Background: an optimization exercise with open tools, aiming at small area, a short achievable clock period and few clock cycles per item. Do not read the settings as production practice.
The RTL was checked by simulation tests, not by an equivalence proof against the original design.
No driver is modelled on the clock port, so clocking that relies on it looks cheaper here than on a real chip.
No activity file was given, so power comes from the tool's default toggle rates.

## char_waiter_matching_queue_unit
module char_waiter_matching_queue_unit (
    input  logic                 i_clk,
    input  logic                 i_rst_n,
    input  logic                 i_req_valid,
    output logic                 o_req_ready,
    input  logic                 i_req_mode,
    input  logic [CHAR_W-1:0]    i_req_char_value,
    input  logic [ID_W-1:0]      i_req_waiter_id,
    output logic                 o_rsp_valid,
    input  logic                 i_rsp_ready,
    output logic                 o_rsp_delivered,
    output logic [ID_W-1:0]      o_rsp_dest_client,
    output logic [CHAR_W-1:0]    o_rsp_char_out,
    output logic [STATUS_W-1:0]  o_rsp_status,
    output logic [CHARS_W-1:0]   o_rsp_chars_held,
    output logic [WAITERS_W-1:0] o_rsp_waiters_held
);
    localparam int NW = MAX_WAITERS_DEF;
    localparam int RW = ID_W + CHAR_W + STATUS_W + CHARS_W + WAITERS_W;
    logic              r_v1;
    logic              r_mode;
    logic [CHAR_W-1:0] r_cv;
    logic [ID_W-1:0]   r_id;
    logic              r_cnz, r_inz;
    logic [MAX_WAITERS_DEF-1:0] r_match_lo, r_match_hi;
    logic              r_ready;
    logic          r_q0v, r_q1v;
    logic [RW-1:0] r_q0, r_q1;
    logic [ID_W-1:0] r_wmem [NW];
    logic [2:0]      r_whead, r_wtail;
    logic [3:0]      r_wcnt;
    logic [NW-1:0]   r_wvalid;
    logic w_go, w_ld;
    logic               w_put, w_take;
    logic               w_rempty, w_rfull;
    logic [CHARS_W-1:0] w_rcnt, w_rcnt_inc, w_rcnt_dec;
    logic [CHAR_W-1:0]  w_rhead;
    cwmq_ring u_ring (
        .i_clk      (i_clk),
        .i_rst_n    (i_rst_n),
        .i_put      (w_put),
        .i_take     (w_take),
        .i_data     (r_cv),
        .o_empty    (w_rempty),
        .o_full     (w_rfull),
        .o_count    (w_rcnt),
        .o_count_inc(w_rcnt_inc),
        .o_count_dec(w_rcnt_dec),
        .o_head     (w_rhead)
    );
    assign w_go        = r_v1 && !(r_q0v && r_q1v);
    assign w_ld        = r_ready;
    assign o_req_ready = r_ready;
    localparam int HW = ID_W / 2;
    logic          w_dup, w_cnz, w_inz, w_wempty, w_wfull;
    logic [NW-1:0] w_cmatch_lo, w_cmatch_hi;
  ...
Size in the first run: about 100 I/O pins, about 42,000 µm² of cells after synthesis.
Settings: LEC_CHECK=0, CAP_MARGIN=20, CORE_MARGIN=2, CORE_UTILIZATION=40, CTS_CLUSTER_DIAMETER=100, CTS_CLUSTER_SIZE=24, PLACE_DENSITY=0.75, SLEW_MARGIN=20; clock period 8.0 ns.
standard.sh (not shown) runs the stock make flow with config.mk's settings and CLKGATE_MAP_FILE= SYNTH_SCRIPT=/design/flow/synth_recipe.tcl, a recipe that flattens the netlist after the stock synthesis.
==> flow/flow/run.sh <==
#!/bin/bash
set -euo pipefail
export CLOCK_PORT_NET=i_clk
export PRE_CTS_TCL="$PWD/flow/cts_root.tcl"
bash standard.sh SETUP_SLACK_MARGIN=5.4 finish > flow_make.log 2>&1
==> flow/flow/cts_root.tcl <==
rename clock_tree_synthesis my_tritoncts
proc clock_tree_synthesis { args } {
  my_tritoncts {*}$args
  set block [ord::get_db_block]
  set port_net [$block findNet $::env(CLOCK_PORT_NET)]
  set drivers {}
  foreach it [$port_net getITerms] { lappend drivers [$it getInst] }
  if { [llength $drivers] != 1 } {
    puts "cts_root: clock port drives [llength $drivers] cells, tree left as built"
    return
  }
  set root [lindex $drivers 0]
  set out_net ""
  foreach it [$root getITerms] {
    if { [$it isOutputSignal] } { set out_net [$it getNet] }
  }
  set loads {}
  foreach it [$out_net getITerms] {
    if { [$it isInputSignal] } { lappend loads $it }
  }
  if { [llength $loads] > 4 || [llength [$out_net getBTerms]] > 0 } {
    puts "cts_root: root buffer drives [llength $loads] pins, tree left as built"
    return
  }
  puts "cts_root: removing [$root getName], port now drives [llength $loads] buffers"
  foreach it $loads {
    $it disconnect
    $it connect $port_net
  }
  odb::dbInst_destroy $root
  odb::dbNet_destroy $out_net
}
The baseline finished with timing, DRC and antenna clean.
Testbench counts at the start, summed over its fixed seeds: cycles 4,816, items 4,800.
Then changed:
Settings changed: PLACE_DENSITY 0.75 to unset.
Die area is unchanged.
Area after synthesis stays the same.
Clock-buffer cell count came out lower by 1.
Sequential power hardly moves.
Synthesized cell count does not change.
Via count falls by 1.8%.
Combinational power rises by about 0.8%.
Total power increases by 0.90%.
First-iteration DRC count goes down by 16%.
Cell area rises by 0.55%.
Worst setup slack got worse by 0.013 ns.
Then changed:
==> flow/flow/run.sh (replaced) <==
#!/bin/bash
set -euo pipefail
export CLOCK_PORT_NET=i_clk
export PRE_CTS_TCL="$PWD/flow/cts_root.tcl"
bash standard.sh SETUP_SLACK_MARGIN=5.5 finish > flow_make.log 2>&1
Settings changed: CORE_UTILIZATION 40 to 55.
After rerunning:
- routed wire length increases by 1.2%
- clock power decreases by about 4%
- final area increases by 0.41%
- clock skew decreases by 0.016 ns
- clock-buffer cell count increases by 3
- worst setup slack got worse by 0.024 ns
Then changed:
Settings changed: CORE_UTILIZATION 55 to 40.
After rerunning: Wire length went up by 0.46%. Worst hold slack barely changes. Cell count went up by 8.9%. Count of clock-buffer cells in the layout stays the same. Global-route usage went down by 8.1 points.


Setup of build 35:
The RTL this note starts from:
==> flow/design.v <==
`timescale 1ns / 1ps
package cwmq_pkg;
    localparam int RING_DEPTH_DEF  = 64;
    localparam int MAX_WAITERS_DEF = 8;
    localparam int CHAR_W    = 8;
    localparam int ID_W      = 32;
    localparam int STATUS_W  = 3;
    localparam int CHARS_W   = 6;
    localparam int WAITERS_W = 4;
    localparam logic [STATUS_W-1:0] ST_DELIVERED = 3'd0;
    localparam logic [STATUS_W-1:0] ST_QUEUED    = 3'd1;
    localparam logic [STATUS_W-1:0] ST_DROPPED   = 3'd2;
    localparam logic [STATUS_W-1:0] ST_WAITER    = 3'd3;
    localparam logic [STATUS_W-1:0] ST_DUPLICATE = 3'd4;
    localparam logic [STATUS_W-1:0] ST_FULL      = 3'd5;
    localparam logic [STATUS_W-1:0] ST_IGNORED   = 3'd6;
    localparam logic MODE_CHAR = 1'b0;
    localparam logic MODE_WAIT = 1'b1;
endpackage
`timescale 1ns / 1ps
import cwmq_pkg::*;
module cwmq_ring (
    input  logic               i_clk,
    input  logic               i_rst_n,
    input  logic               i_put,
    input  logic               i_take,
    input  logic [CHAR_W-1:0]  i_data,
    output logic               o_empty,
    output logic               o_full,
    output logic [CHARS_W-1:0] o_count,
    output logic [CHARS_W-1:0] o_count_inc,
    output logic [CHARS_W-1:0] o_count_dec,
    output logic [CHAR_W-1:0]  o_head
);
    logic [CHAR_W-1:0]  r_mem [64];
    logic [5:0]         r_rp, r_wp;
    logic [CHARS_W-1:0] r_count;
    always_ff @(posedge i_clk) begin
        if (!i_rst_n) begin
            r_rp    <= '0;
            r_wp    <= '0;
            r_count <= '0;
        end else begin
            if (i_put) r_wp <= r_wp + 1'b1;
            if (i_take) r_rp <= r_rp + 1'b1;
            if (i_put) r_count <= o_count_inc;
            else if (i_take) r_count <= o_count_dec;
        end
    end
    always_ff @(posedge i_clk) begin
        r_mem[r_wp] <= i_data;
    end
    assign o_empty     = (r_count == '0);
    assign o_full      = (r_count == 6'd63);
    assign o_count     = r_count;
    assign o_count_inc = r_count + 1'b1;
    assign o_count_dec = r_count - 1'b1;
    assign o_head      = r_mem[r_rp];
endmodule
`timescale 1ns / 1ps
import cwmq_pkg::*;
module char_waiter_matching_queue_unit (
    input  logic                 i_clk,
    input  logic                 i_rst_n,
    input  logic                 i_req_valid,
    output logic                 o_req_ready,
    input  logic                 i_req_mode,
    input  logic [CHAR_W-1:0]    i_req_char_value,
    input  logic [ID_W-1:0]      i_req_waiter_id,
    output logic                 o_rsp_valid,
    input  logic                 i_rsp_ready,
    output logic                 o_rsp_delivered,
    output logic [ID_W-1:0]      o_rsp_dest_client,
    output logic [CHAR_W-1:0]    o_rsp_char_out,
    output logic [STATUS_W-1:0]  o_rsp_status,
    output logic [CHARS_W-1:0]   o_rsp_chars_held,
    output logic [WAITERS_W-1:0] o_rsp_waiters_held
);
    localparam int NW = MAX_WAITERS_DEF;
    localparam int RW = ID_W + CHAR_W + STATUS_W + CHARS_W + WAITERS_W;
    logic              r_v1;
    logic              r_mode;
    logic [CHAR_W-1:0] r_cv;
    logic [ID_W-1:0]   r_id;
    logic              r_cnz, r_inz;
    logic [MAX_WAITERS_DEF-1:0] r_match;
    logic              r_ready;
    logic          r_q0v, r_q1v;
    logic [RW-1:0] r_q0, r_q1;
    logic [ID_W-1:0] r_wmem [NW];
    logic [2:0]      r_whead, r_wtail;
    logic [3:0]      r_wcnt;
    logic w_go, w_ld;
    logic               w_put, w_take;
    logic               w_rempty, w_rfull;
    logic [CHARS_W-1:0] w_rcnt, w_rcnt_inc, w_rcnt_dec;
    logic [CHAR_W-1:0]  w_rhead;
    cwmq_ring u_ring (
        .i_clk      (i_clk),
        .i_rst_n    (i_rst_n),
        .i_put      (w_put),
        .i_take     (w_take),
        .i_data     (r_cv),
        .o_empty    (w_rempty),
        .o_full     (w_rfull),
        .o_count    (w_rcnt),
        .o_count_inc(w_rcnt_inc),
        .o_count_dec(w_rcnt_dec),
        .o_head     (w_rhead)
    );
    assign w_go        = r_v1 && !(r_q0v && r_q1v);
    assign w_ld        = r_ready;
    assign o_req_ready = r_ready;
    logic [NW-1:0] w_cmatch;
    logic          w_same;
    assign w_same = (i_req_waiter_id == r_id);
    always_comb begin
        for (int k = 0; k < NW; k++) begin
            w_cmatch[k] = ((3'(k) == r_wtail) && !w_wfull) ? w_same : (r_wmem[k] == i_req_waiter_id);
        end
    end
    logic [NW-1:0] w_wvalid, w_hit;
    logic          w_dup, w_cnz, w_inz, w_wempty, w_wfull;
    always_comb begin
        for (int k = 0; k < NW; k++) begin
            w_wvalid[k] = (4'(3'(k - r_whead)) < r_wcnt);
            w_hit[k]    = w_wvalid[k] && r_match[k];
        end
    end
    assign w_dup    = |w_hit;
    assign w_cnz    = r_cnz;
    assign w_inz    = r_inz;
    assign w_wempty = (r_wcnt == 4'd0);
    assign w_wfull  = r_wcnt[3];
    logic [ID_W-1:0]      n_dest;
    logic [CHAR_W-1:0]    n_cout;
    logic [STATUS_W-1:0]  n_status;
    logic [CHARS_W-1:0]   n_chars;
    logic [WAITERS_W-1:0] n_waiters;
    logic                 w_wpop, w_wpush;
    always_comb begin
        w_put     = 1'b0;
        w_take    = 1'b0;
        w_wpop    = 1'b0;
        w_wpush   = 1'b0;
        n_dest    = '0;
        n_cout    = '0;
        n_status  = ST_IGNORED;
        n_chars   = w_rcnt;
        n_waiters = r_wcnt;
        if (r_mode == MODE_CHAR) begin
            if (!w_cnz) begin
                n_status = ST_IGNORED;
            end else if (!w_wempty) begin
                w_wpop    = w_go;
                n_dest    = r_wmem[r_whead];
                n_cout    = r_cv;
                n_status  = ST_DELIVERED;
                n_waiters = r_wcnt - 1'b1;
            end else if (w_rfull) begin
                n_status = ST_DROPPED;
            end else begin
                w_put    = w_go;
                n_status = ST_QUEUED;
                n_chars  = w_rcnt_inc;
            end
        end else if (!w_inz) begin
            n_status = ST_IGNORED;
        end else if (!w_rempty) begin
            w_take   = w_go;
            n_dest   = r_id;
            n_cout   = w_rhead;
            n_status = ST_DELIVERED;
            n_chars  = w_rcnt_dec;
        end else if (w_dup) begin
            n_status = ST_DUPLICATE;
        end else if (w_wfull) begin
            n_status = ST_FULL;
        end else begin
            w_wpush   = w_go;
            n_status  = ST_WAITER;
            n_waiters = r_wcnt + 1'b1;
        end
    end
    logic [RW-1:0] w_res;
    assign w_res = {n_dest, n_cout, n_status, n_chars, n_waiters};
    logic w_pop, w_q0v_n, w_q1v_n, w_v1_n;
    assign w_pop   = r_q0v && i_rsp_ready;
    assign w_q0v_n = r_q1v || w_go || (r_q0v && !i_rsp_ready);
    assign w_q1v_n = (r_q1v && !i_rsp_ready) || (w_go && r_q0v && !(w_pop && !r_q1v));
    assign w_v1_n  = w_ld ? i_req_valid : r_v1;
    always_ff @(posedge i_clk) begin
        if (!i_rst_n) begin
            r_v1    <= 1'b0;
            r_q0v   <= 1'b0;
            r_q1v   <= 1'b0;
            r_ready <= 1'b1;
            r_whead <= '0;
            r_wtail <= '0;
            r_wcnt  <= '0;
        end else begin
            if (w_ld) r_v1 <= i_req_valid;
            if (w_wpop) begin
                r_whead <= r_whead + 1'b1;
                r_wcnt  <= r_wcnt - 1'b1;
            end
            if (w_wpush) begin
                r_wtail <= r_wtail + 1'b1;
                r_wcnt  <= r_wcnt + 1'b1;
            end
            r_q0v   <= w_q0v_n;
            r_q1v   <= w_q1v_n;
            r_ready <= !w_v1_n || !(w_q0v_n && w_q1v_n);
        end
    end
    always_ff @(posedge i_clk) begin
        if (w_ld) begin
            r_mode <= i_req_mode;
            r_cv   <= i_req_char_value;
            r_id   <= i_req_waiter_id;
            r_cnz  <= |i_req_char_value;
            r_inz  <= |i_req_waiter_id;
            r_match <= w_cmatch;
        end
    end
    always_ff @(posedge i_clk) begin
        if (!w_wfull) begin
            r_wmem[r_wtail] <= r_id;
        end
    end
    logic r_q0d;
    always_ff @(posedge i_clk) begin
        if (!r_q0v || i_rsp_ready) begin
            r_q0  <= r_q1v ? r_q1 : w_res;
            r_q0d <= r_q1v ? (r_q1[CHARS_W+WAITERS_W +: STATUS_W] == ST_DELIVERED)
                           : (n_status == ST_DELIVERED);
        end
        if (!r_q1v || i_rsp_ready) begin
            r_q1 <= w_res;
        end
    end
    assign o_rsp_valid = r_q0v;
    assign {o_rsp_dest_client, o_rsp_char_out, o_rsp_status, o_rsp_chars_held,
            o_rsp_waiters_held} = r_q0;
    assign o_rsp_delivered = r_q0d;
endmodule
clock: 8.0 ns
lec_check: 0
cap_margin: 20
core_margin: 2
core_utilization: 40
cts_buf_list: sky130_fd_sc_hd__clkbuf_4 sky130_fd_sc_hd__clkbuf_8
cts_cluster_size: 30
slew_margin: 20
==> flow/flow/run.sh <==
#!/bin/bash
# Standard layout, with timing repair aiming for a setup slack of 5.5 ns
# at the design's 8 ns clock. All make and tool output goes to flow_make.log;
# ORFS keeps each step's own log under orfs/logs/.
set -euo pipefail
bash standard.sh SETUP_SLACK_MARGIN=5.5 finish > flow_make.log 2>&1
Build 35 reached the final stage; the timing, DRC and antenna checks on its layout passed.
Testbench counts of build 35, summed over its fixed seeds: cycles 4,816, items 4,800.
> inputs changed (build 35 -> build 12)
- CTS_BUF_LIST removed (was sky130_fd_sc_hd__clkbuf_4 sky130_fd_sc_hd__clkbuf_8)
- SETUP_SLACK_MARGIN newly set to 5
- CTS_CLUSTER_SIZE removed (was 30)
==> flow/run.sh (new file) <==
#!/bin/bash
# synth_recipe.tcl (not shown) runs the flow's synth.tcl, then flattens the netlist and writes it again
# the make line also repeats each setting of config.mk as NAME=value (left out here)
make -C /OpenROAD-flow-scripts/flow DESIGN_CONFIG=/design/flow/config.mk WORK_HOME=/design/flow/orfs CLKGATE_MAP_FILE= SYNTH_SCRIPT=/design/flow/synth_recipe.tcl finish
removed: flow/flow/run.sh
removed: flow/standard.sh
Notes after the runs:
When the final numbers for build 12 and build 35 were put side by side, the power turned out to be greater in build 12.
The total placed instance area was comparable across build 12 and build 35.
When build 12 is set beside build 35, its buffer count from post-CTS setup fixing turns out to be 71 smaller.
What build 12 reported for final standard cell count with taps included and fillers excluded has to be multiplied by 1.05 to get the figure for build 35.
| half-perimeter wire length after placement | build 12 vs build 35 | ≈ equal |
Run comparison: build 12 cell with the largest stage delay on the worst path nor4_2; build 35 cell with the largest stage delay on the worst path dfxtp_4
Via count (build 12 vs. build 35) decreases by a few percent
For build 57, these inputs were changed with respect to build 12:
- CORE_UTILIZATION changed from 40 to 50
- ABC_CLOCK_PERIOD_IN_PS newly set to 2000
Compare build 12 and build 57 | design area higher: build 12
Achievable clock frequency of build 57 falls short of that of build 12 slightly.
Looking at the reports, build 57 completed the entire flow and the layout it produced met the timing, DRC and antenna checks.
Looking only at worst path arrival time, and setting everything else aside, the lower value of build 12 and build 57 goes to build 12.
The multi-input combinational gate total was comparable across build 12 and build 57.
Build 12 -> build 57: clock network power share flat
The worst supply voltage drop on vdd number comes out higher for build 57 vs build 12.
Changes in build 71 relative to build 57:
- CTS_CLUSTER_SIZE now 30, previously not set
- CORE_UTILIZATION now 40, was 50
- ABC_CLOCK_PERIOD_IN_PS no longer set, was 2000
- CTS_BUF_LIST now sky130_fd_sc_hd__clkbuf_4 sky130_fd_sc_hd__clkbuf_8, previously not set
==> comparison <==
Build 71: full flow OK, the timing, DRC and antenna checks passed
Reported leakage power ends up lower on build 71.
Build 71 ended with less relative area of non-clock buffer cells in the final design than build 57.
Routed wire length: build 71 vs build 57 — no meaningful difference

==> what the ideal ports hide <==
In the flow no input, the clock included, has a driving cell. The finished layouts below were timed again as built, in two steps.
Step 1 assumes that a clkbuf_16 drives the clock port and a buf_2 every other input.
Step 2 times the ports against the registers' clock, not the clock port: input delays grow and output delays shrink by t, the midpoint of the rising clock arrivals with the driver on.
a / b / c = no drivers / after step 1 / after step 2; a / b = the first two.
| run | shift t [ns] | slack for setup (ns) | worst setup path at the end | latest minus earliest clock arrival (ns) |
|---|---|---|---|---|
| the first run of note 1 | 0.579 | 5.360 / 5.281 / 4.936 | input to register | 0.023 / 0.022 |
| the second run of note 1 | 0.586 | 5.347 / 5.232 / 4.928 | input to register | 0.038 / 0.038 |
| the third run of note 1 | 0.562 | 5.323 / 5.289 / 5.040 | input to register | 0.025 / 0.025 |
| the fourth run of note 1 | 0.580 | 5.367 / 5.235 / 5.018 | input to register | 0.031 / 0.032 |
| build 35 | 0.903 | 5.014 / 4.947 / 4.590 | input to register | 0.054 / 0.054 |
| build 12 | 0.744 | 4.988 / 4.975 / 4.246 | input to register | 0.038 / 0.037 |
| build 57 | 0.739 | 4.941 / 4.924 / 4.185 | input to register | 0.046 / 0.046 |
| build 71 | 0.879 | 4.957 / 4.919 / 4.113 | input to register | 0.054 / 0.054 |
After both steps every run listed still meets setup and hold. For build 71, which loses most, drivers alone change the setup slack by -0.038 ns; drivers and shift together by -0.844 ns.
